What follows belongs to an exercise in optimizing a design on an open flow for a short achievable clock period and few clock cycles per item; a production flow would make more cautious choices.
Function was checked by simulation only, so behaviour that the tests miss may differ from the original.
No activity file was given, so power comes from the tool's default toggle rates.

[flow/design.v]
package rv_int_pkg;
    localparam int REG_ADDR_W = 5;
    localparam int NUM_REGS   = 32;
    localparam int INSTR_W    = 32;
    typedef logic [REG_ADDR_W-1:0] reg_addr_t;
    typedef enum logic [6:0] {
        OPC_REG = 7'b0110011,
        OPC_IMM = 7'b0010011
    } opcode_e;
    typedef enum logic [2:0] {
        ALU_ADD = 3'b000,
        ALU_SUB = 3'b001,
        ALU_AND = 3'b010,
        ALU_OR  = 3'b011,
        ALU_SLT = 3'b101
    } alu_op_e;
    localparam logic [2:0] FUNCT3_ADD = 3'b000;  
    localparam logic [2:0] FUNCT3_SLT = 3'b010;
    localparam logic [2:0] FUNCT3_OR  = 3'b110;
    localparam logic [2:0] FUNCT3_AND = 3'b111;
    localparam int OPC_LSB    = 0;
    localparam int OPC_MSB    = 6;
    localparam int RD_LSB     = 7;
    localparam int RD_MSB     = 11;
    localparam int FUNCT3_LSB = 12;
    localparam int FUNCT3_MSB = 14;
    localparam int RS1_LSB    = 15;
    localparam int RS1_MSB    = 19;
    localparam int RS2_LSB    = 20;
    localparam int RS2_MSB    = 24;
    localparam int FUNCT7_B5  = 30;  
    localparam int IMM_I_LSB  = 20;
    localparam int IMM_I_MSB  = 31;  
endpackage
module register_file #(
    parameter int XLEN = 32
) (
    input  logic                   clk,
    input  logic                   rst,
    input  logic [31:0]            rd_sel1,    
    input  logic [31:0]            rd_sel2,
    input  logic [31:0]            wr_sel,     
    input  logic [XLEN-1:0]        wr_data,
    output logic [XLEN-1:0]        rd_data1,
    output logic [XLEN-1:0]        rd_data2
);
    logic [XLEN-1:0] regs [1:rv_int_pkg::NUM_REGS-1];
    always_ff @(posedge clk or posedge rst) begin
        if (rst) begin
            for (int i = 1; i < rv_int_pkg::NUM_REGS; i++) begin
                regs[i] <= '0;
            end
        end else begin
            for (int i = 1; i < rv_int_pkg::NUM_REGS; i++) begin
                if (wr_sel[i]) regs[i] <= wr_data;
            end
        end
    end
    always_comb begin
        rd_data1 = '0;
        rd_data2 = '0;
        for (int i = 1; i < rv_int_pkg::NUM_REGS; i++) begin
            rd_data1 = rd_data1 | ({XLEN{rd_sel1[i]}} & regs[i]);
            rd_data2 = rd_data2 | ({XLEN{rd_sel2[i]}} & regs[i]);
        end
    end
endmodule
module decode_stage (
    input  logic [31:0] instr,
    output logic        legal,
    output logic        use_imm,
    output logic        op_add,    
    output logic        op_sub,
    output logic        op_slt,
    output logic        op_or,
    output logic        op_and
);
    logic [6:0] opcode;
    logic [2:0] funct3;
    logic       is_reg;
    logic       is_imm;
    assign opcode = instr[rv_int_pkg::OPC_MSB:rv_int_pkg::OPC_LSB];
    assign funct3 = instr[rv_int_pkg::FUNCT3_MSB:rv_int_pkg::FUNCT3_LSB];
    assign is_reg = opcode == rv_int_pkg::OPC_REG;
    assign is_imm = opcode == rv_int_pkg::OPC_IMM;
    assign op_add  = funct3 == rv_int_pkg::FUNCT3_ADD;
    assign op_slt  = funct3 == rv_int_pkg::FUNCT3_SLT;
    assign op_or   = funct3 == rv_int_pkg::FUNCT3_OR;
    assign op_and  = funct3 == rv_int_pkg::FUNCT3_AND;
    assign op_sub  = op_add && is_reg && instr[rv_int_pkg::FUNCT7_B5];
    assign legal   = (is_reg || is_imm) && (op_add || op_slt || op_or || op_and);
    assign use_imm = is_imm;
endmodule
module execute_stage #(
    parameter int W = 16,
    parameter int L = 5             
) (
    input  logic [W-1:0] a,
    input  logic [W-1:0] b,
    input  logic         cin,
    input  logic         inv,
    input  logic [W-1:0] bg,
    input  logic         arith,
    input  logic         s_and,
    input  logic         s_or,
    output logic [W-1:0] s,
    output logic [W-1:0] sn,        
    output logic         co,        
    output logic         c_msb,     
    output logic         p_msb      
);
    logic [W-1:0] p;
    logic [W-1:0] pg;
    logic [W-1:0] x;
    logic [W:0]   gg [L+1];         
    logic [W:0]   pp [L+1];
    logic [W:0]   c;
    assign p  = a ^ b;
    assign pg = a ^ bg;
    always_comb begin
        gg[0] = {(a & bg), cin};
        pp[0] = {pg, 1'b0};
        for (int l = 1; l <= L; l++) begin
            for (int i = 0; i <= W; i++) begin
                if (i >= (1 << (l - 1))) begin
                    gg[l][i] = gg[l-1][i] | (pp[l-1][i] & gg[l-1][i - (1 << (l - 1))]);
                    pp[l][i] = pp[l-1][i] & pp[l-1][i - (1 << (l - 1))];
                end else begin
                    gg[l][i] = gg[l-1][i];
                    pp[l][i] = pp[l-1][i];
                end
            end
        end
        c = gg[L];                   
    end
    assign x = ({W{arith}} & (p ^ {W{inv}}))
             | (a & (b & {W{s_and}}))
             | ((a & {W{s_or}}) | (b & {W{s_or}}));
    assign s     = x ^ c[W-1:0];
    assign sn    = ~x ^ c[W-1:0];
    assign co    = c[W];
    assign c_msb = c[W-1];
    assign p_msb = p[W-1];
endmodule
module result_stage #(
    parameter int XLEN  = 32,
    parameter int DEPTH = 8,
    parameter int PW    = 3      
) (
    input  logic                   clk,
    input  logic                   rst,
    input  logic                   out_ready,
    input  logic                   push,
    input  rv_int_pkg::reg_addr_t  push_rd,
    input  logic [XLEN-1:0]        push_data,
    input  logic                   push_ill,
    output logic                   taken,      
    output logic                   out_valid,
    output rv_int_pkg::reg_addr_t  out_rd,
    output logic [XLEN-1:0]        out_data,
    output logic                   out_illegal
);
    localparam int EW = XLEN + rv_int_pkg::REG_ADDR_W + 1;
    logic [EW-1:0]    fifo [DEPTH];
    logic [DEPTH-1:0] rp;         
    logic [DEPTH-1:0] rp1;        
    logic [DEPTH-1:0] wp;         
    logic [DEPTH-1:0] cnt;        
    logic             ov;         
    logic             nz;
    logic [EW-1:0]    head;
    logic             pop;
    logic             more;       
    logic [EW-1:0]    in_ent;
    logic [EW-1:0]    cur;
    logic [EW-1:0]    nxt;
    logic [EW-1:0]    second;
    assign in_ent = {push_ill, push_rd, push_data};
    assign nz     = cnt[0];
    assign pop    = nz && out_ready;
    assign more   = cnt[1];
    always_comb begin
        cur = '0;
        nxt = '0;
        for (int i = 0; i < DEPTH; i++) begin
            cur = cur | ({EW{rp[i]}}  & fifo[i]);
            nxt = nxt | ({EW{rp1[i]}} & fifo[i]);
        end
    end
    assign second = more ? nxt : in_ent;
    always_ff @(posedge clk or posedge rst) begin
        if (rst) begin
            ov  <= 1'b0;
            rp  <= DEPTH'(1);
            rp1 <= DEPTH'(2);
            wp  <= DEPTH'(1);
            cnt <= '0;
        end else begin
            ov <= pop ? (more || push) : (nz || push);
            if (pop) begin
                rp  <= {rp[DEPTH-2:0], rp[DEPTH-1]};
                rp1 <= {rp1[DEPTH-2:0], rp1[DEPTH-1]};
            end
            if (push) wp <= {wp[DEPTH-2:0], wp[DEPTH-1]};
            if (push && !pop)
                cnt <= {cnt[DEPTH-2:0], 1'b1};
            else if (pop && !push)
                cnt <= {1'b0, cnt[DEPTH-1:1]};
        end
    end
    always_ff @(posedge clk) begin
        if (pop)
            head <= second;
        else if (nz)
            head <= cur;
        else
            head <= in_ent;
        for (int i = 0; i < DEPTH; i++) begin
            if (push && wp[i]) fifo[i] <= in_ent;
        end
    end
    assign taken       = pop;
    assign out_valid   = ov;
    assign out_illegal = head[EW-1];
    assign out_rd      = head[EW-2:XLEN];
    assign out_data    = head[XLEN-1:0];
endmodule
module rv_int_core #(
    parameter int XLEN = 32
) (
    input  logic                            clk,
    input  logic                            rst,
    input  logic                            in_valid,
    output logic                            in_ready,
    input  logic [rv_int_pkg::INSTR_W-1:0]  in_instr,
    output logic                            out_valid,
    input  logic                            out_ready,
    output rv_int_pkg::reg_addr_t           out_rd,
    output logic [XLEN-1:0]                 out_data,
    output logic                            out_illegal
);
    localparam int LW  = 17;          
    localparam int UW  = XLEN - LW;   
    localparam int CAP = 8;           
    logic       rdy_q;          
    logic       blk_q;          
    logic       hold_q;
    logic [3:0] occ;
    logic       acc;
    logic       pop;
    logic       taken;
    logic       full_nx;
    logic       haz;
    logic        iv;
    logic [31:0] ir;
    logic [31:0] sel1;          
    logic [31:0] sel2;
    logic [XLEN-1:0] rf1, rf2;      
    logic [XLEN-1:0] i_rf1, i_rf2;  
    logic        i_slt_we;      
    assign in_ready = rdy_q;
    assign acc      = in_valid && !blk_q;
    assign pop      = taken;
    assign haz = iv && i_slt_we &&
                 ((in_instr[rv_int_pkg::RS1_MSB:rv_int_pkg::RS1_LSB] ==
                   ir[rv_int_pkg::RD_MSB:rv_int_pkg::RD_LSB]) ||
                  (in_instr[5] &&
                   in_instr[rv_int_pkg::RS2_MSB:rv_int_pkg::RS2_LSB] ==
                   ir[rv_int_pkg::RD_MSB:rv_int_pkg::RD_LSB]));
    always_comb begin
        if (pop)
            full_nx = 1'b0;
        else if (acc)
            full_nx = occ >= 4'(CAP - 1);
        else
            full_nx = occ >= 4'(CAP);
    end
    always_ff @(posedge clk or posedge rst) begin
        if (rst) begin
            occ    <= '0;
            rdy_q  <= 1'b0;
            blk_q  <= 1'b1;
            hold_q <= 1'b0;
        end else begin
            occ    <= occ + acc - pop;
            hold_q <= acc && haz;
            rdy_q  <= !full_nx && !(acc && haz);
            blk_q  <= full_nx || (acc && haz);
        end
    end
    logic i_legal, i_imm, i_add, i_sub, i_slt, i_or, i_and;
    decode_stage u_idec (
        .instr   (ir),
        .legal   (i_legal),
        .use_imm (i_imm),
        .op_add  (i_add),
        .op_sub  (i_sub),
        .op_slt  (i_slt),
        .op_or   (i_or),
        .op_and  (i_and)
    );
    assign i_slt_we = i_legal && i_slt && (ir[rv_int_pkg::RD_MSB:rv_int_pkg::RD_LSB] != '0);
    logic [31:0] park;
    always_ff @(posedge clk or posedge rst) begin
        if (rst) iv <= 1'b0;
        else     iv <= hold_q || (acc && !haz);
    end
    always_ff @(posedge clk) begin
        if (!hold_q) park <= in_instr;
    end
    logic                   n_imm;
    logic                   i_we;
    logic                   h1a, h2a, h3a, h4a, h5a, h6a, h1b, h2b, h3b, h4b, h5b, h6b;
    logic                   s_fa, s_2a, s_2an, s_3a, s_3ah, s_4a, s_5a, s_6a, s_rfa, s_l2a;
    logic                   s_fb, s_2b, s_2bn, s_3b, s_3bh, s_4b, s_5b, s_6b, s_rfb, s_l2b, s_imm;
    logic [5:0]             ha_o, hb_o, ha_p, hb_p;   
    logic                   imm_o, imm_p;
    logic [XLEN-1:0]        pd1, pd2;                
    assign i_we = iv && i_legal && (ir[rv_int_pkg::RD_MSB:rv_int_pkg::RD_LSB] != '0);
    rv_int_pkg::reg_addr_t  rs1_o, rs2_o, rs1_p, rs2_p;
    rv_int_pkg::reg_addr_t  i_rd;
    assign i_rd  = ir[rv_int_pkg::RD_MSB:rv_int_pkg::RD_LSB];
    assign rs1_o = in_instr[rv_int_pkg::RS1_MSB:rv_int_pkg::RS1_LSB];
    assign rs2_o = in_instr[rv_int_pkg::RS2_MSB:rv_int_pkg::RS2_LSB];
    assign rs1_p = park[rv_int_pkg::RS1_MSB:rv_int_pkg::RS1_LSB];
    assign rs2_p = park[rv_int_pkg::RS2_MSB:rv_int_pkg::RS2_LSB];
    assign imm_o = in_instr[rv_int_pkg::OPC_MSB:rv_int_pkg::OPC_LSB] == rv_int_pkg::OPC_IMM;
    assign imm_p = park[rv_int_pkg::OPC_MSB:rv_int_pkg::OPC_LSB] == rv_int_pkg::OPC_IMM;
    assign ha_o  = {1'b0, wwe && (rs1_o == wrd), r_we && (rs1_o == r_rd), y_we && (rs1_o == y_rd),
                    x_we && (rs1_o == x_rd), i_we && (rs1_o == i_rd)};
    assign hb_o  = {6{!imm_o}} &
                   {1'b0, wwe && (rs2_o == wrd), r_we && (rs2_o == r_rd), y_we && (rs2_o == y_rd),
                    x_we && (rs2_o == x_rd), i_we && (rs2_o == i_rd)};
    assign ha_p  = {w2we && (rs1_p == w2rd), wwe && (rs1_p == wrd), r_we && (rs1_p == r_rd), y_we && (rs1_p == y_rd),
                    x_we && (rs1_p == x_rd), i_we && (rs1_p == i_rd)};
    assign hb_p  = {6{!imm_p}} &
                   {w2we && (rs2_p == w2rd), wwe && (rs2_p == wrd), r_we && (rs2_p == r_rd), y_we && (rs2_p == y_rd),
                    x_we && (rs2_p == x_rd), i_we && (rs2_p == i_rd)};
    assign n_imm = hold_q ? imm_p : imm_o;
    assign {h6a, h5a, h4a, h3a, h2a, h1a} = hold_q ? ha_p : ha_o;
    assign {h6b, h5b, h4b, h3b, h2b, h1b} = hold_q ? hb_p : hb_o;
    assign sel1 = 32'd1 << in_instr[rv_int_pkg::RS1_MSB:rv_int_pkg::RS1_LSB];
    assign sel2 = 32'd1 << in_instr[rv_int_pkg::RS2_MSB:rv_int_pkg::RS2_LSB];
    always_ff @(posedge clk) begin
        if (!hold_q) begin
            pd1 <= rf1;
            pd2 <= rf2;
        end
    end
    always_ff @(posedge clk) begin
        s_fa  <= h1a;
        s_2a  <= !h1a && h2a;
        s_2an <= !h1a && h2a && !x_slt;
        s_l2a <= !h1a && h2a && x_slt;
        s_3a  <= !h1a && !h2a && h3a;
        s_3ah <= !h1a && !h2a && h3a && !y_slt;
        s_4a  <= !h1a && !h2a && !h3a && h4a;
        s_5a  <= !h1a && !h2a && !h3a && !h4a && h5a;
        s_6a  <= !h1a && !h2a && !h3a && !h4a && !h5a && h6a;
        s_rfa <= !h1a && !h2a && !h3a && !h4a && !h5a && !h6a;
        s_imm <= n_imm;
        s_fb  <= h1b;
        s_2b  <= !h1b && h2b;
        s_2bn <= !h1b && h2b && !x_slt;
        s_l2b <= !h1b && h2b && x_slt;
        s_3b  <= !h1b && !h2b && h3b;
        s_3bh <= !h1b && !h2b && h3b && !y_slt;
        s_4b  <= !h1b && !h2b && !h3b && h4b;
        s_5b  <= !h1b && !h2b && !h3b && !h4b && h5b;
        s_6b  <= !h1b && !h2b && !h3b && !h4b && !h5b && h6b;
        s_rfb <= !n_imm && !h1b && !h2b && !h3b && !h4b && !h5b && !h6b;
    end
    always_ff @(posedge clk) begin
        ir  <= hold_q ? park : in_instr;
        i_rf1 <= hold_q ? pd1 : rf1;
        i_rf2 <= hold_q ? pd2 : rf2;
    end
    logic                   xv, x_we, x_ill, x_slt;
    rv_int_pkg::reg_addr_t  x_rd;
    logic                   x_inv, x_or, x_and, x_arith;
    logic [LW-1:0]          x_xa_lo, x_b_lo;       
    logic [UW-1:0]          x_xa_hi, x_b_hi;
    logic [LW-1:0]          x_bg_lo;               
    logic [UW-1:0]          x_bg_hi;
    logic                   x_ge;
    logic                   x_fat, x_fan, x_fb;    
    logic                   x_p2at, x_p2an;        
    logic                   x_p2b, x_p2bg;         
    logic                   yv, y_we, y_ill, y_slt;
    rv_int_pkg::reg_addr_t  y_rd;
    logic                   y_inv, y_or, y_and, y_arith;
    logic [LW-1:0]          y_l;                   
    logic                   y_co;                  
    logic [UW-1:0]          y_xa_hi, y_b_hi;
    logic [UW-1:0]          y_bg_hi;
    logic                   rv, r_we, r_ill, r_slt;
    rv_int_pkg::reg_addr_t  r_rd;
    logic [XLEN-1:0]        rres;
    logic                   wv, wwe, w_ill;
    logic [31:0]            w_sel;                 
    rv_int_pkg::reg_addr_t  wrd;
    logic [XLEN-1:0]        wdata;
    logic [XLEN-1:0]        w2data;
    logic                   w2we;
    rv_int_pkg::reg_addr_t  w2rd;
    logic [XLEN-1:0]        w3data;
    logic [LW-1:0]          e1_s, e1_sn;           
    logic                   e1_co;
    logic [UW-1:0]          e2_s, e2_sn;           
    logic                   less;                  
    logic                   d_legal, d_imm, d_add, d_sub, d_slt, d_or, d_and, d_inv;
    rv_int_pkg::reg_addr_t  d_rd;
    logic [XLEN-1:0]        d_immv;
    logic                   d_we;
    logic [XLEN-1:0]        ea, eb;                
    logic                   ea_ok;                 
    logic [LW-1:0]          n_xa_lo, n_b_lo;
    logic [UW-1:0]          n_xa_hi, n_b_hi;
    logic                   d_ge;
    decode_stage u_decode (
        .instr   (ir),
        .legal   (d_legal),
        .use_imm (d_imm),
        .op_add  (d_add),
        .op_sub  (d_sub),
        .op_slt  (d_slt),
        .op_or   (d_or),
        .op_and  (d_and)
    );
    assign d_rd   = ir[rv_int_pkg::RD_MSB:rv_int_pkg::RD_LSB];
    assign d_immv = {{(XLEN-12){ir[rv_int_pkg::IMM_I_MSB]}},
                     ir[rv_int_pkg::IMM_I_MSB:rv_int_pkg::IMM_I_LSB]};
    assign d_inv  = d_sub || d_slt;
    assign d_ge   = d_add || d_slt;    
    assign d_we   = iv && d_legal && (d_rd != '0);
    register_file #(
        .XLEN(XLEN)
    ) u_register_file (
        .clk      (clk),
        .rst      (rst),
        .rd_sel1  (sel1),
        .rd_sel2  (sel2),
        .wr_sel   (w_sel),
        .wr_data  (wdata),
        .rd_data1 (rf1),
        .rd_data2 (rf2)
    );
    assign ea = ({XLEN{s_2an}} & {{UW{1'b0}}, y_l})
              | ({XLEN{s_3ah}} & rres)
              | ({XLEN{s_3a}}  & {{UW{1'b0}}, rres[LW-1:0]})
              | ({XLEN{s_4a}}  & wdata)
              | ({XLEN{s_5a}}  & w2data)
              | ({XLEN{s_6a}}  & w3data)
              | ({XLEN{s_rfa}} & i_rf1);
    assign eb = ({XLEN{s_imm}} & d_immv)
              | ({XLEN{s_2bn}} & {{UW{1'b0}}, y_l})
              | ({XLEN{s_3bh}} & rres)
              | ({XLEN{s_3b}}  & {{UW{1'b0}}, rres[LW-1:0]})
              | ({XLEN{s_4b}}  & wdata)
              | ({XLEN{s_5b}}  & w2data)
              | ({XLEN{s_6b}}  & w3data)
              | ({XLEN{s_rfb}} & i_rf2);
    assign ea_ok = !s_fa && !s_l2a;
    assign n_xa_lo = ({LW{ea_ok}} & (ea[LW-1:0] ^ {LW{d_inv}}))
                   | ({LW{s_fa && !d_inv}} & e1_s)
                   | ({LW{s_fa && d_inv}}  & e1_sn)
                   | ({LW{s_l2a}} & {{(LW-1){d_inv}}, less ^ d_inv});
    assign n_xa_hi = ({UW{ea_ok && !s_2an}} & (ea[XLEN-1:LW] ^ {UW{d_inv}}))
                   | ({UW{s_l2a && d_inv}});
    assign n_b_lo  = eb[LW-1:0]
                   | ({LW{s_fb}} & e1_s)
                   | {{(LW-1){1'b0}}, s_l2b && less};
    assign n_b_hi  = eb[XLEN-1:LW];
    always_ff @(posedge clk or posedge rst) begin
        if (rst) begin
            xv    <= 1'b0;
            x_we  <= 1'b0;
            x_ill <= 1'b0;
        end else begin
            xv    <= iv;
            x_we  <= d_we;
            x_ill <= iv && !d_legal;
        end
    end
    always_ff @(posedge clk) begin
        x_rd    <= d_rd;
        x_slt   <= d_slt;
        x_inv   <= d_inv;
        x_or    <= d_or;
        x_and   <= d_and;
        x_arith <= d_add;
        x_xa_lo <= n_xa_lo;
        x_b_lo  <= n_b_lo;
        x_bg_lo <= {LW{d_ge}} & n_b_lo;
        x_bg_hi <= {UW{d_ge}} & n_b_hi;
        x_ge    <= d_ge;
        x_xa_hi <= n_xa_hi;
        x_b_hi  <= n_b_hi;
        x_fat   <= s_fa && !d_inv;
        x_fan   <= s_fa && d_inv;
        x_fb    <= s_fb;
        x_p2at  <= s_2an && !d_inv;
        x_p2an  <= s_2an && d_inv;
        x_p2b   <= s_2bn;
        x_p2bg  <= s_2bn && d_ge;
    end
    logic unused_e1c, unused_e1p;
    execute_stage #(.W(LW), .L(5)) u_lo (
        .a(x_xa_lo), .b(x_b_lo), .bg(x_bg_lo), .cin(1'b0), .inv(x_inv),
        .arith(x_arith), .s_and(x_and), .s_or(x_or),
        .s(e1_s), .sn(e1_sn), .co(e1_co), .c_msb(unused_e1c), .p_msb(unused_e1p));
    always_ff @(posedge clk or posedge rst) begin
        if (rst) begin
            yv    <= 1'b0;
            y_we  <= 1'b0;
            y_ill <= 1'b0;
        end else begin
            yv    <= xv;
            y_we  <= x_we;
            y_ill <= x_ill;
        end
    end
    logic [UW-1:0] r_hi;
    assign r_hi = rres[XLEN-1:LW];
    always_ff @(posedge clk) begin
        y_rd    <= x_rd;
        y_slt   <= x_slt;
        y_inv   <= x_inv;
        y_or    <= x_or;
        y_and   <= x_and;
        y_arith <= x_arith;
        y_l     <= e1_s;
        y_co    <= e1_co;
        y_xa_hi <= ({UW{x_fat}} & e2_s) | ({UW{x_fan}} & e2_sn)
                 | ({UW{x_p2at}} & r_hi) | ({UW{x_p2an}} & ~r_hi)
                 | ({UW{!x_fat && !x_fan && !x_p2at && !x_p2an}} & x_xa_hi);
        y_b_hi  <= ({UW{x_fb}} & e2_s) | ({UW{x_p2b}} & r_hi)
                 | ({UW{!x_fb && !x_p2b}} & x_b_hi);
        y_bg_hi <= ({UW{x_fb && x_ge}} & e2_s) | ({UW{x_p2bg}} & r_hi)
                 | ({UW{!x_fb && !x_p2b}} & x_bg_hi);
    end
    logic unused_e2co;
    logic e2_cmsb, e2_pmsb;
    logic sa, sb;                    
    execute_stage #(.W(UW), .L(4)) u_hi (
        .a(y_xa_hi), .b(y_b_hi), .bg(y_bg_hi), .cin(y_co), .inv(y_inv),
        .arith(y_arith), .s_and(y_and), .s_or(y_or),
        .s(e2_s), .sn(e2_sn), .co(unused_e2co), .c_msb(e2_cmsb), .p_msb(e2_pmsb));
    assign sa   = !y_xa_hi[UW-1];
    assign sb   = y_b_hi[UW-1];
    assign less = (sa && !sb) || (sa && e2_cmsb) || (!sb && e2_cmsb);
    always_ff @(posedge clk or posedge rst) begin
        if (rst) begin
            rv    <= 1'b0;
            r_we  <= 1'b0;
            r_ill <= 1'b0;
        end else begin
            rv    <= yv;
            r_we  <= y_we;
            r_ill <= y_ill;
        end
    end
    always_ff @(posedge clk) begin
        r_rd  <= y_rd;
        r_slt <= y_slt;
        rres  <= {e2_s, (y_slt ? {{(LW-1){1'b0}}, less} : y_l)};
    end
    always_ff @(posedge clk or posedge rst) begin
        if (rst) begin
            wv    <= 1'b0;
            wwe   <= 1'b0;
            w_ill <= 1'b0;
            w2we  <= 1'b0;
        end else begin
            wv    <= rv;
            wwe   <= r_we;
            w_ill <= r_ill;
            w2we  <= wwe;
        end
    end
    always_ff @(posedge clk) begin
        wrd   <= r_rd;
        wdata <= r_slt ? {{UW{1'b0}}, rres[LW-1:0]} : rres;
        w_sel <= r_we ? (32'd1 << r_rd) : 32'd0;
        w2data <= wdata;
        w2rd   <= wrd;
        w3data <= w2data;
    end
    result_stage #(
        .XLEN  (XLEN),
        .DEPTH (CAP),
        .PW    (3)
    ) u_result (
        .clk         (clk),
        .rst         (rst),
        .out_ready   (out_ready),
        .taken       (taken),
        .push        (wv),
        .push_rd     (wrd),
        .push_data   (wdata),
        .push_ill    (w_ill),
        .out_valid   (out_valid),
        .out_rd      (out_rd),
        .out_data    (out_data),
        .out_illegal (out_illegal)
    );
endmodule
[flow/run.sh]
#!/bin/bash
# synth_recipe.tcl (not shown) runs the flow's synth.tcl, then flattens the netlist and writes it again
# the make line also repeats each setting of config.mk as NAME=value (left out here)
make -C /OpenROAD-flow-scripts/flow DESIGN_CONFIG=/design/flow/config.mk WORK_HOME=/design/flow/orfs CLKGATE_MAP_FILE= SYNTH_SCRIPT=/design/flow/synth_recipe.tcl finish
[flow/config.mk]
export PLATFORM = sky130hd
export DESIGN_NAME = rv_int_core
export DESIGN_NICKNAME = rv_int_core
export VERILOG_FILES = /design/flow/design.v
export SDC_FILE = /design/flow/constraint.sdc
export NUM_CORES = 4
export LEC_CHECK = 0
export CAP_MARGIN = 20
export CORE_MARGIN = 2
export CORE_UTILIZATION = 40
export SETUP_SLACK_MARGIN = 2.5
export SLEW_MARGIN = 20
[flow/constraint.sdc]
create_clock -name core_clock -period 5.0 [get_ports {clk}]
set_input_delay 1.0000 -clock core_clock [delete_from_list [all_inputs] [get_ports {clk}]]
set_output_delay 1.0000 -clock core_clock [all_outputs]
set_load 0.01 [all_outputs]
==> results of run 1 <==
-- repair_timing --
action / 4_1_cts / 5_1_grt
gates resized for setup: 207 / 86
cloned: 3 / 1
pin swaps: 25 / 28
setup buffers: 73 / 42
setup endpoints to repair: 186 / 104
hold endpoints to repair: 0 / 0
-- report_power, final --
group | leakage (nW) | internal, mW | switching, mW
sequential | 21.4 | 15.7 | 0.259
combinational | 15.8 | 0.606 | 1.22
clock | 3.34 | 8.96 | 6.54
total | 40.5 | 25.3 | 8.01
-- per-layer routing --
layer | vias up | part of all wire
li1 | 25900 | -
met1 | 33500 | 0.36
met2 | 5877 | 0.42
met3 | 1978 | 0.14
met4 | 18 | 0.082
met5 | - | 0.0011
-- sequential cells by signal, indices dropped and copies added (netlist names), 14 cells and up --
signal                flops
u_result.fifo           304
ir                       32
y_b_hi                   15
x_bg_hi                  14
rres                     32
x_xa_hi                  15
wdata                    32
x_bg_lo                  17
u_result.head            38
u_register_file.regs    992
y_l                      17
y_xa_hi                  15
w_sel                    31
x_b_hi                   15
y_bg_hi                  14
x_xa_lo                  17
i_rf1                    32
w2data                   32
x_b_lo                   17
w3data                   32
i_rf2                    32
-- worst min path at each step --
stage	from	slack [ns]	endpoint	cells after the start
4_1_cts	w2data[30]	0.31	w3data[30]	0
3_3_place_gp	rv	0.34	wv	0
2_1_floorplan	r_rd[3]	0.33	wrd[3]	0
5_1_grt	w2data[30]	0.34	w3data[30]	0
6_report	w2data[30]	0.32	w3data[30]	0
3_5_place_dp	r_ill	0.34	w_ill	0
-- placed cells by master (no fill, tap or decap), types with 38 or more instances in the layout --
| cell | netlist | routed |
|---|---|---|
| ha_1 | 38 | 38 |
| buf_12 | 0 | 84 |
| mux2_2 | 1018 | 1017 |
| a221oi_1 | 365 | 351 |
| or3_1 | 46 | 43 |
| dfxtp_1 | 417 | 370 |
| nor2b_1 | 58 | 57 |
| a22oi_1 | 578 | 578 |
| a21oi_1 | 136 | 134 |
| nand2_1 | 210 | 203 |
| clkbuf_16 | 0 | 201 |
| o21ai_0 | 87 | 79 |
| nand3_1 | 284 | 282 |
| edfxtp_1 | 400 | 400 |
| nor2_1 | 179 | 115 |
| dfrtp_1 | 1042 | 1040 |
| a222oi_1 | 161 | 161 |
| xor2_1 | 46 | 46 |
| xnor2_1 | 161 | 157 |
| dfxtp_2 | 0 | 46 |
| clkbuf_1 | 425 | 42 |
| nor2_4 | 0 | 63 |
| buf_4 | 2 | 308 |
| a22o_1 | 298 | 297 |
| nand4_1 | 109 | 109 |
-- through the flow --
stage / util / worst slack [ns] / power (mW)
6_report: 0.470 / 2.38 / 33.3
4_1_cts: 0.466 / 2.48 / 33.3
2_1_floorplan: - / -10.42 / 17.1
3_3_place_gp: 0.428 / 0.546 / 18.0
3_5_place_dp: 0.428 / 0.510 / 18.0
5_1_grt: 0.470 / 2.44 / 34.1
-- worst register-to-register path, stage by stage (launching register included) --
cell	delay (ns)
dfrtp_1	0.94
buf_4	0.54
a22o_1	0.22
a221oi_1	0.05
nand3_1	0.12
nand2_1	0.06
a21oi_1	0.38
-- area by class of cell --
cell class | instances | area share
Antenna cell | 19 | 0.000494
Clock buffer | 276 | 0.0585
Multi-Input combinational cell | 4099 | 0.355
Inverter | 40 | 0.00168
Clock inverter | 81 | 0.0130
Tap cell | 2688 | 0.0349
Sequential cell | 1863 | 0.484
Timing Repair Buffer | 487 | 0.0518
-- cells by family after synthesis --
group,after synthesis
buffers and inverters,658
AO/OA/AOI/OAI,1742
multiplexers,1056
XOR/XNOR,209
AND/OR/NAND/NOR,1051
adder cells (fa/ha/maj),39
flip-flops,1863
==> summary.txt, run 1 <==
DP Cell Count=9,057; Initial Util=0.403; register area=46,600 µm²; top-count cell post-synth=dfrtp_1; Final Hold Slack=0.320 ns; leading area contributor after synthesis=dfrtp_1; total grt overflow=0; CP bufs+invs=4; reg2reg start=u_result.rp[6]; met2 Use GR=0.492; worst-path fanout max=16; Most used DFF post-synth=dfrtp_1; largest family of logic cells by synthesized area=compound AO/OA/AOI/OAI gates; clk slew on worst S/H paths=0.06 ns; leakage=40.5 nW; Syn Inst Count=6,618; Sink Count=1,863; core area=205,000 µm²; CTS HTree Levels=4; Num CTS Buffers=193; Die W=458 µm; P&R area growth vs syn=16.8%; compound-gate portion of the synthesized area=0.167; Fin. Hold Viols=0; # DRC=0; TritonRoute pass-1 iters=14; family with the most delay on the worst path=simple AND/OR/NAND/NOR gates; fraction of the mapped netlist area in adder cells=0.00601; share of the yosys chip area belonging to registers=0.565; top-area cell type share of the netlist area=0.316; clk_skew=0.0775 ns; io pins=76; CTS tree=yes; Pwr Density=346 nW/µm²; GP Congestion=0.983; syn avg cell area=12.5 µm²; post-DR wirelength/cell=38.0 µm; busiest grt layer=met2; first-pass GRT wire length=501 mm; root buffer cell=clkbuf_16; Slowest Stage Delay on Critical Path=0.74 ns; Synth Register Bits=1,863; ratio of cells with drive above 1 in the final layout=0.289; RSZ-0062 raised after global routing=true; DP Wirelength=210 mm; Die Span Y=458 µm; Total Routing Usage GR=0.335; Netlist Area Pre-Place=82,400 µm²; Least-Margin Pin Slew=1.28 ns; final instance area=96,300 µm²; non-filler cells, final=9,553; Max-Cap Viols=0; Worst R2R End=u_result.head[12]; Routed Antenna Nets=0; setup violators final=0; crit path time final=2.62 ns; Netlist cell types=73; Post-CTS Hold Buffers=0; syn_nets=6,693; Worst Setup Path Type=in2reg; multi-input logic area=34,200 µm²; Bufs on Longest Clock Path=3; CP max-delay cell=nor2_4; Yosys warning count=11; run status=complete, no violations; mux cell area share after synthesis=0.144; met1 global-route usage=0.406; dpl cell area=87,600 µm²; clock latency on the worst-skew pair=0.91 ns; Synth Area in Simple Gates=0.0648; Slew HR=0.143; Max Slew Vio Count=0; die area=210,000 µm²; largest net degree at the start of global routing=102; CP Capture Type=register; IO Port Bufs=75; total number of vias=67,300; antenna violations before repair=18; fill count=18,100; std cell rows=166; CP startpoint kind=primary input; end point of the critical path=i_rf2[21]; Worst Hold Class=reg2reg; ys async rst share=0.561; FMAX=382 MHz; EDFF count, synth=400; setup TNS=0 ns; final critical-path share of the clock period=0.523; via/cell ratio=7.05; CP required=5.74 ns; total wire length=363 mm; crit-path cells=buf_4 > nand3b_1 > buf_4 > buf_4 > nor2_4 > buf_4 > a22o_1 > a221oi_1 > nand4_1 > or3_1; Synth area leaders=dfrtp_1 (32%), edfxtp_1 (15%), mux2_2 (14%), dfxtp_1 (10%), a22oi_1 (5.3%); r2r setup slk=2.50 ns; WP depth=10; maximum resistive drop on vdd=0.380 mV; Post-synth top cells=dfrtp_1 (1,042), mux2_2 (1,018), a22oi_1 (578); Critical Path Source=in_instr[22]; Final nets=6,759; vias in the first global route=64,600; Crit path arrival time=3.35 ns; Post-Synth XOR/XNOR Area=0.0225; GR Util met3=0.142; most used cell, CP=buf_4; DRT iter0 DRCs=12,900; reg2reg path depth=6
Testbench counts, summed over its fixed seeds: cycles 12,386, items 12,000.
==> inputs of run 2 (changes only) <==
--- a/flow/config.mk
+++ b/flow/config.mk
@@ -8,5 +8,5 @@
 export CAP_MARGIN = 20
 export CORE_MARGIN = 2
 export CORE_UTILIZATION = 40
-export SETUP_SLACK_MARGIN = 2.5
+export SETUP_SLACK_MARGIN = 3.0
 export SLEW_MARGIN = 20
==> run 2 against run 1 <==
  * Final area increased by 9.3%
  * First-iteration DRC count grew 11%
  * Critical endpoint is now i_rf1[24]
  * Highest routed layer unchanged
  * Setup slack better by 0.22 ns
  * Sequential power about the same
  * Core utilization rose by 4.4 points
  * Largest cell class unchanged
  * Via count is 6.7% higher
  * Routed wire length up 9.5%
  * Combinational power grew 25%
==> summary.txt, run 2 <==
largest registers=u_register_file.regs: 992 flops, u_result.fifo: 304 flops, u_result.head: 38 flops; run status=complete, no violations; WP depth=9; P&R area growth vs syn=27.7%; Final nets=7,229; ratio of cells with drive above 1 in the final layout=0.390; CTS HTree Levels=4; DP Wirelength=210 mm; clk_skew=0.0780 ns; reg2reg path depth=11; total number of vias=71,900; die area=210,000 µm²; Fin. Hold Viols=0; Biggest register=u_register_file.regs; total wire length=397 mm; commonest non-fill, non-tap cell in the layout=dfrtp_1; Slowest Stage Delay on Critical Path=0.53 ns; most frequent cells in the layout=dfrtp_1 (1,033), mux2_2 (1,017), a22oi_1 (521), buf_4 (468), edfxtp_1 (400); fill count=17,100; # DRC=0; crit-path cells=buf_12 > buf_6 > or2_4 > buf_4 > nor2_4 > buf_6 > a222oi_1 > nand3_1 > or4_4; share of the yosys chip area belonging to registers=0.565; Slew HR=0.152; DRT iter0 DRCs=14,200; r2r setup slk=2.62 ns; family with the most delay on the worst path=simple AND/OR/NAND/NOR gates; CP startpoint kind=primary input; GP Congestion=0.983; Max-Cap Viols=0; io pins=76; ys async rst share=0.561; Worst Setup Path Type=in2reg; maximum resistive drop on vdd=0.371 mV; largest net degree at the start of global routing=102; setup violators final=0; Routed Antenna Nets=0; Least-Margin Pin Slew=1.27 ns; EDFF count, synth=400; vias in the first global route=67,900; worst-path fanout max=15; setup TNS=0 ns; Hold Path Cell Cnt=0; Pwr Density=321 nW/µm²; Max Slew Vio Count=0; number of flip-flops in the largest register=992; Post-synth top cells=dfrtp_1 (1,042), mux2_2 (1,018), a22oi_1 (578); first-pass GRT wire length=540 mm; leakage=44.5 nW; clk slew on worst S/H paths=0.06 ns; leading area contributor after synthesis=dfrtp_1; top-area cell type share of the netlist area=0.316; crit path time final=2.40 ns; syn avg cell area=12.5 µm²; CP required=5.56 ns; dpl cell area=87,600 µm²; clock latency on the worst-skew pair=0.90 ns; Die W=458 µm; Total Routing Usage GR=0.364; syn_nets=6,693; Die Span Y=458 µm; FMAX=417 MHz; Synth Register Bits=1,863; Bufs on Longest Clock Path=3; via/cell ratio=7.16; Netlist cell types=73; top-count cell post-synth=dfrtp_1; core area=205,000 µm²; IO Port Bufs=75; Syn Inst Count=6,618; non-filler cells, final=10,000; Crit path arrival time=2.96 ns; RSZ-0062 raised after global routing=true; Netlist Area Pre-Place=82,400 µm²; final critical-path share of the clock period=0.479; Yosys warning count=11; std cell rows=166; post-DR wirelength/cell=39.6 µm; CP max-delay cell=or4_4; Initial Util=0.403; Most used DFF post-synth=dfrtp_1; DP Cell Count=9,057; Synth area leaders=dfrtp_1 (32%), edfxtp_1 (15%), mux2_2 (14%), dfxtp_1 (10%), a22oi_1 (5.3%); CP bufs+invs=4; TritonRoute pass-1 iters=13; Worst Hold Class=reg2reg; CP Capture Type=register; Num CTS Buffers=193; CTS tree=yes; most used cell, CP=buf_6; total grt overflow=0; Sink Count=1,863; root buffer cell=clkbuf_16; final instance area=105,000 µm²; antenna violations before repair=26
==> run 2: cell counts after synthesis <==
No cell type changed its count.
==> run 2: logic make-up after synthesis <==
family	Yosys count	share of synthesized area
compound gates	1742	0.167
xor+xnor	209	0.0225
fa+ha+maj	39	0.00601
buf+inv	658	0.0310
flops	1863	0.565
mux	1056	0.144
simple gates	1051	0.0648
==> run 2: cell type report <==
class / count / area [µm²] / area share
antenna: 34 / 85.1 / 0.000808
clock buffer: 276 / 5630 / 0.0535
clock inverter: 81 / 1250 / 0.0119
inverter: 40 / 168 / 0.00159
multi-input combinational: 4101 / 36600 / 0.347
sequential: 1863 / 46700 / 0.444
tap: 2688 / 3360 / 0.0320
timing repair buffer: 954 / 11400 / 0.109
timing repair inverter: 1 / 5.00 / 0.0000476
==> run 2: where the power goes <==
| part | total [mW] | switching, mW | internal, mW |
|---|---|---|---|
| sequential | 15.9 | 0.249 | 15.7 |
| clock | 15.6 | 6.60 | 8.96 |
| combinational | 2.27 | 1.40 | 0.873 |
==> run 2: layer usage <==
layer	part of all wire	track usage	wire length, µm
met1	0.34	0.421	136000
met5	0.0019	0.0135	738
met2	0.41	0.516	161000
met3	0.15	0.185	61200
met4	0.098	0.264	38800
==> run 2: per-stage QoR <==
| stage | hold slack (ns) | power [mW] | utilization | setup WS [ns] |
|---|---|---|---|---|
| 3_3_place_gp | 0.335 | 18.0 | 0.428 | 0.546 |
| 3_5_place_dp | 0.336 | 18.0 | 0.428 | 0.510 |
| 5_1_grt | 0.339 | 34.6 | 0.514 | 2.53 |
| 2_1_floorplan | 0.329 | 17.1 | - | -10.42 |
| 4_1_cts | 0.311 | 33.7 | 0.504 | 2.57 |
| 6_report | 0.319 | 33.8 | 0.514 | 2.60 |
==> run 2: what timing repair did <==
item | in CTS | in global routing
cloned | 44 | 4
setup endpoints to repair | 739 | 235
pin swaps | 328 | 209
setup buffers | 438 | 104
hold buffers | 0 | 0
gates resized for setup | 989 | 221
==> run 2: path summary, 6_finish.rpt <==
path	from	endpoint
worst max register to register	ir[1]	s_3b
worst min-delay path	w2data[30]	w3data[30]
min in group asynchronous	rst	u_register_file.regs[13][16]
worst min register to register	w2data[30]	w3data[30]
worst max-delay path	in_instr[15]	i_rf1[24]
max in group asynchronous	rst	u_register_file.regs[29][13]
==> inputs of run 3 (changes only) <==
--- a/flow/config.mk
+++ b/flow/config.mk
@@ -7,6 +7,6 @@
 export LEC_CHECK = 0
 export CAP_MARGIN = 20
 export CORE_MARGIN = 2
-export CORE_UTILIZATION = 40
+export CORE_UTILIZATION = 35
 export SETUP_SLACK_MARGIN = 3.0
 export SLEW_MARGIN = 20
==> run 3 against run 2 <==
  * Via count up 1.4%
  * Synthesized cell count unchanged
  * Sequential share of layout area shrank 0.71 points
  * Sequential cell count stayed put
  * Global-route usage shrank 3.6 points
  * Area after synthesis stayed put
  * Power grew 0.27%
  * Final cell count grew 5.2%
  * Still clean on timing, DRC and antenna
  * Critical path type unchanged
  * Routed wire length is 2.8% higher
  * Clock power about the same
  * Highest routed layer unchanged
==> summary.txt, run 3 <==
run status=complete, no violations; fraction of the mapped netlist area in adder cells=0.00601; GR Util met3=0.160; number of flip-flops in the largest register=992; most frequent cells in the layout=dfrtp_1 (1,033), mux2_2 (1,017), a22oi_1 (516), buf_4 (493), edfxtp_1 (400); setup TNS=0 ns; final critical-path share of the clock period=0.488; DRT iter0 DRCs=14,300; CP Capture Type=register; Biggest register=u_register_file.regs; maximum resistive drop on vdd=0.364 mV; total wire length=408 mm; Worst Setup Path Type=in2reg; # DRC=0; compound-gate portion of the synthesized area=0.167; die area=239,000 µm²; Most used DFF post-synth=dfrtp_1; P&R area growth vs syn=29.7%; total number of vias=72,900; most used cell, CP=buf_12; Bufs on Longest Clock Path=3; crit path time final=2.44 ns; Routed Antenna Nets=0; Least-Margin Pin Slew=1.20 ns; leading area contributor after synthesis=dfrtp_1; Die Span Y=489 µm; root buffer cell=clkbuf_16; Crit path arrival time=3.04 ns; Num CTS Buffers=190; Slowest Stage Delay on Critical Path=0.46 ns; crit-path cells=buf_12 > buf_12 > buf_12 > nand2_8 > buf_12 > buf_12 > nor2_4 > buf_12 > a22o_1 > a221oi_2 > nand4_1 > or3_4; fill count=20,700; CTS tree=yes; clock latency on the worst-skew pair=0.88 ns; Max Slew Vio Count=0; IO Port Bufs=75; syn avg cell area=12.5 µm²; worst-path fanout max=8; final instance area=107,000 µm²; Final Power=33.9 mW; Fin. Hold Viols=0; core area=235,000 µm²; share of the yosys chip area belonging to registers=0.565; Pwr Density=317 nW/µm²; EDFF count, synth=400; std cell rows=178; leakage=45.0 nW; Post-Synth XOR/XNOR Area=0.0225; largest family of logic cells by synthesized area=compound AO/OA/AOI/OAI gates; setup violators final=0; Synth area leaders=dfrtp_1 (32%), edfxtp_1 (15%), mux2_2 (14%), dfxtp_1 (10%), a22oi_1 (5.3%); FMAX=410 MHz; ratio of cells with drive above 1 in the final layout=0.406; busiest grt layer=met2; clk slew on worst S/H paths=0.06 ns; mux cell area share after synthesis=0.144; Total Routing Usage GR=0.328; vias in the first global route=68,800; CP startpoint kind=primary input; largest net degree at the start of global routing=175; TritonRoute pass-1 iters=17; dpl cell area=88,000 µm²; Netlist cell types=73; met2 Use GR=0.458; ys async rst share=0.561; post-DR wirelength/cell=38.7 µm; Max-Cap Viols=0; Initial Util=0.351; CP required=5.60 ns; io pins=76; largest registers=u_register_file.regs: 992 flops, u_result.fifo: 304 flops, u_result.head: 38 flops; commonest non-fill, non-tap cell in the layout=dfrtp_1; Syn Inst Count=6,618; Synth Register Bits=1,863; Synth Area in Simple Gates=0.0648; top-area cell type share of the netlist area=0.316; CTS HTree Levels=4; Yosys warning count=11; CP max-delay cell=or3_4; Netlist Area Pre-Place=82,400 µm²; Slew HR=0.202; first-pass GRT wire length=554 mm; Sink Count=1,863; Final nets=7,291; syn_nets=6,693; top-count cell post-synth=dfrtp_1; RSZ-0062 raised after global routing=true; Finished Core Util=0.456; via/cell ratio=6.90; DP Wirelength=222 mm; Die W=489 µm; Post-CTS Hold Buffers=0; Worst Hold Class=in2reg; Post-synth top cells=dfrtp_1 (1,042), mux2_2 (1,018), a22oi_1 (578); clk_skew=0.0499 ns; met1 global-route usage=0.392; antenna violations before repair=44; total grt overflow=0; GP Congestion=1.00
## run 3: kinds of logic after synthesis
| family | count (synthesis) |
|---|---|
| buffers and inverters | 658 |
| multiplexers | 1056 |
| AO/OA/AOI/OAI | 1742 |
| flip-flops | 1863 |
| AND/OR/NAND/NOR | 1051 |
| adder cells (fa/ha/maj) | 39 |
| XOR/XNOR | 209 |
## run 3: metal layers
| metal | share of wire | routed length [µm] |
|---|---|---|
| met3 | 0.16 | 63700 |
| met5 | 0.0028 | 1150 |
| met1 | 0.35 | 143000 |
| met2 | 0.40 | 163000 |
| met4 | 0.093 | 37800 |
## run 3: path summary, 6_finish.rpt
check,start,end,slack [ns],cells past startpoint
max,in_instr[15],i_rf1[4],2.56,12
min,in_instr[6],ir[6],0.34,1
min reg2reg,x_ill,y_ill,0.35,0
max reg2reg,ir[1],s_3bh,2.58,11
max in group asynchronous,rst,u_register_file.regs[13][24],2.95,3
min in group asynchronous,rst,u_register_file.regs[30][22],0.68,2
## run 3: final cells by class
cell class / instances / area, µm² / share of cell area
timing repair buffer: 1017 / 12300 / 0.115
multi-input combinational: 4103 / 37000 / 0.346
sequential: 1863 / 46700 / 0.437
clock inverter: 76 / 993 / 0.00929
clock buffer: 280 / 5720 / 0.0535
inverter: 40 / 161 / 0.00151
tap: 3150 / 3940 / 0.0369
antenna: 33 / 82.6 / 0.000772
timing repair inverter: 1 / 7.51 / 0.0000702
## run 3: timing repair
item	CTS	global route
gates resized for setup	1167	249
setup buffers	492	101
pin swaps	392	233
cloned	51	6
setup endpoints to repair	823	546
## run 3: worst max-delay path, delay by kind of cell
| kind | cells | cell delay [ns] |
|---|---|---|
| AND/OR/NAND/NOR | 4 | 0.84 |
| AO/OA/AOI/OAI | 2 | 0.44 |
| buffers and inverters | 6 | 0.76 |
## run 3: power by group
| part | switching [mW] | internal, mW | total [mW] |
|---|---|---|---|
| clock | 6.50 | 8.95 | 15.4 |
| combinational | 1.49 | 0.992 | 2.48 |
| sequential | 0.256 | 15.7 | 16.0 |
## run 3: per-stage QoR
step / hold slack [ns] / cells / setup WS (ns)
3_5_place_dp: 0.335 / 9524 / 0.460
2_1_floorplan: 0.329 / 6618 / -10.42
5_1_grt: 0.309 / 10500 / 2.51
4_1_cts: 0.294 / 10400 / 2.59
6_report: 0.343 / 10600 / 2.56
3_3_place_gp: 0.333 / 9523 / 0.461
==> inputs of run 4 (changes only) <==
--- a/flow/config.mk
+++ b/flow/config.mk
@@ -7,6 +7,6 @@
 export LEC_CHECK = 0
 export CAP_MARGIN = 20
 export CORE_MARGIN = 2
-export CORE_UTILIZATION = 35
-export SETUP_SLACK_MARGIN = 3.0
+export CORE_UTILIZATION = 40
+export SETUP_SLACK_MARGIN = 3.5
 export SLEW_MARGIN = 20
==> run 4 against run 3 <==
  * Still clean on timing, DRC and antenna
  * Clock skew up 0.028 ns
  * Maximum frequency down 7.1%
  * Final cell count fell by 3.5%
  * Final area rose by 2.3%
  * Setup slack lost 0.19 ns
  * Combinational power grew 6%
  * Register-to-register slack got worse by 0.18 ns
  * Non-clock buffer count is 110 higher
  * Critical path depth shrank 2
  * Critical path type unchanged
  * Critical endpoint is now i_rf2[29]
  * Largest cell class unchanged
  * Largest power group unchanged
  * Highest routed layer unchanged
==> summary.txt, run 4 <==
Max-Cap Viols=0; FMAX=381 MHz; post-DR wirelength/cell=40.8 µm; Slew HR=0.0319; Post-CTS Hold Buffers=0; Hold Path Cell Cnt=1; Pwr Density=313 nW/µm²; leading area contributor after synthesis=dfrtp_1; core area=205,000 µm²; Synth Register Bits=1,863; Total Routing Usage GR=0.376; leakage=46.2 nW; Num CTS Buffers=193; Worst R2R End=i_rf2[26]; P&R area growth vs syn=32.7%; io pins=76; ys async rst share=0.561; DP Cell Count=9,057; CP max-delay cell=nor2_4; final setup margin=2.38 ns; die area=210,000 µm²; fill count=16,600; TritonRoute pass-1 iters=15; setup TNS=0 ns; total wire length=415 mm; Most used DFF post-synth=dfrtp_1; non-filler cells, final=10,200; number of flip-flops in the largest register=992; Routed Antenna Nets=0; via/cell ratio=7.19; syn avg cell area=12.5 µm²; Biggest register=u_register_file.regs; Initial Util=0.403; Netlist Area Pre-Place=82,400 µm²; most frequent cells in the layout=dfrtp_1 (1,030), mux2_2 (1,016), a22oi_1 (526), buf_4 (483), edfxtp_1 (400); Hold Startpoint=in_instr[6]; top-area cell type share of the netlist area=0.316; Max Slew Vio Count=0; share of the yosys chip area belonging to registers=0.565; CP Capture Type=register; total grt overflow=0; net switching power=8.47 mW; largest net degree at the start of global routing=102; first-pass GRT wire length=555 mm; clock latency on the worst-skew pair=0.91 ns; Post-synth top cells=dfrtp_1 (1,042), mux2_2 (1,018), a22oi_1 (578); Crit path arrival time=3.40 ns; syn_nets=6,693; final critical-path share of the clock period=0.525; std cell rows=166; largest registers=u_register_file.regs: 992 flops, u_result.fifo: 304 flops, u_result.head: 38 flops; family with the most delay on the worst path=simple AND/OR/NAND/NOR gates; Yosys warning count=11; Worst Setup Path Type=in2reg; DP Wirelength=210 mm; maximum resistive drop on vdd=0.377 mV; EDFF count, synth=400; Die Span Y=458 µm; CTS tree=yes; # DRC=0; Min-Delay Endpoint=ir[6]; part of the power in registers=0.466; Sink Count=1,863; clk slew on worst S/H paths=0.07 ns; combinational power share=0.077; run status=complete, no violations; Worst Hold Class=in2reg; CTS HTree Levels=4; Pint=25.7 mW; clock network fraction of design power=0.457; CP bufs+invs=5; worst-path fanout max=10; Final Hold Slack=0.309 ns; reg2reg start=u_register_file.regs[19][26]; antenna violations before repair=32; Slowest Stage Delay on Critical Path=0.84 ns; reg2reg path depth=6; Bufs on Longest Clock Path=3; setup violators final=0; worst slack, placed=0.510 ns; top-count cell post-synth=dfrtp_1; Netlist cell types=73; vias in the first global route=69,100; switching part of the total power=0.248; root buffer cell=clkbuf_16; CP startpoint kind=primary input; commonest non-fill, non-tap cell in the layout=dfrtp_1; total number of vias=73,200; Syn Inst Count=6,618; GP Congestion=0.983; Fin. Hold Viols=0; CP required=5.77 ns; dpl cell area=87,600 µm²; IO Port Bufs=75; Least-Margin Pin Slew=1.45 ns; DRT iter0 DRCs=14,900; Final nets=7,404; Synth area leaders=dfrtp_1 (32%), edfxtp_1 (15%), mux2_2 (14%), dfxtp_1 (10%), a22oi_1 (5.3%); most used cell, CP=buf_6; crit path time final=2.62 ns; Die W=458 µm; clk_skew=0.0778 ns; r2r setup slk=2.40 ns; RSZ-0062 raised after global routing=true; ratio of cells with drive above 1 in the final layout=0.428; final instance area=109,000 µm²; crit-path cells=buf_12 > buf_6 > or3_4 > nor2_4 > buf_6 > buf_16 > buf_4 > a22oi_2 > nand3_1 > or3_1
==> run 4: cell counts after synthesis <==
No cell type changed its count.
==> run 4: layout make-up <==
class | count | area (µm²) | share of cell area
timing repair buffer | 1127 | 14400 | 0.132
tap | 2688 | 3360 | 0.0308
timing repair inverter | 1 | 5.00 | 0.0000458
clock inverter | 81 | 1250 | 0.0114
antenna | 10 | 25.0 | 0.000229
sequential | 1863 | 46800 | 0.428
inverter | 40 | 168 | 0.00153
clock buffer | 276 | 5630 | 0.0515
multi-input combinational | 4103 | 37700 | 0.344
==> run 4: through the flow <==
step	power, mW	utilization
2_1_floorplan	17.1	-
3_3_place_gp	18.0	0.428
3_5_place_dp	18.0	0.428
4_1_cts	33.9	0.519
5_1_grt	34.9	0.534
6_report	34.2	0.534
==> run 4: cell families (layout without fill, tap and decap cells) <==
logic type	Yosys count	count (layout)	synth area share
fa+ha+maj	39	39	0.00601
other cells	0	10	0
compound gates	1742	1742	0.167
mux	1056	1056	0.144
flops	1863	1863	0.565
buf+inv	658	1525	0.0310
simple gates	1051	1057	0.0648
xor+xnor	209	209	0.0225
==> run 4: worst max path at each step <==
stage | end | slack, ns | start | cells after the start
finish | i_rf2[29] | 2.38 | in_instr[24] | 10
global route | i_rf2[29] | 2.43 | in_instr[24] | 10
CTS | out_valid | 2.57 | u_result.ov | 1
detailed placement | i_rf1[7] | 0.51 | in_instr[17] | 8
global placement | i_rf1[7] | 0.55 | in_instr[17] | 8
floorplan | hold_q | -10.42 | rst | 1
==> run 4: power groups by stage <==
stage / Clock (mW) / Combinational, mW / Sequential [mW]
6_report: 15.6 / 2.63 / 15.9
5_1_grt: 16.2 / 2.73 / 16.0
4_1_cts: 15.6 / 2.37 / 15.9
3_5_place_dp: 0 / 1.75 / 16.2
3_3_place_gp: 0 / 1.73 / 16.2
2_1_floorplan: 0 / 0.901 / 16.2
==> run 4: what timing repair did <==
action	in CTS	in global routing
gates cloned	67	14
buffers inserted	545	139
resized for setup	1365	329
setup endpoints to repair	2648	513
pin swaps	528	284
==> run 4: worst reg2reg max path: cells and delay by family (launching register included) <==
family / cells / cell delay (ns)
AOI/OAI and AO/OA: 2 / 0.25
DFF: 1 / 0.46
and+or+nand+nor: 4 / 1.76
==> run 4: metal layers <==
| layer | global-route usage | wire length (µm) |
|---|---|---|
| met1 | 0.430 | 137000 |
| met2 | 0.530 | 166000 |
| met3 | 0.189 | 66500 |
| met4 | 0.292 | 43700 |
| met5 | 0.0237 | 1430 |

## what the ideal ports hide
The results above use ideal ports. As a check the final layouts listed here were re-extracted and re-timed, cells and wires unchanged.
Step 1, drivers: a clkbuf_16 drives clk and a buf_2 each remaining input, both assumed.
Step 2 moves the port delays by t, midway between the first and last clock arrival at a register: inputs arrive t later, outputs are due t later. That takes back most of the time a late clock gives input paths.
Slacks: ideal ports / drivers / drivers and shift; pairs: ideal ports / drivers.
| run | t (ns) | slack for setup (ns) | clock arrival spread, ns | slew at the worst register clock pin (ns) |
|---|---|---|---|---|
| run 1 | 0.960 | 2.383 / 2.445 / 1.490 | 0.080 / 0.080 | 0.07 / 0.07 |
| run 2 | 0.956 | 2.604 / 2.532 / 1.639 | 0.080 / 0.080 | 0.07 / 0.07 |
| run 3 | 0.958 | 2.562 / 2.504 / 1.546 | 0.059 / 0.060 | 0.07 / 0.07 |
| run 4 | 0.958 | 2.376 / 2.366 / 1.409 | 0.081 / 0.081 | 0.07 / 0.07 |
After both steps setup and hold are still met in every run listed. The setup slack of run 3, which loses most, moves by -0.058 ns with the drivers and by -1.016 ns with both steps.
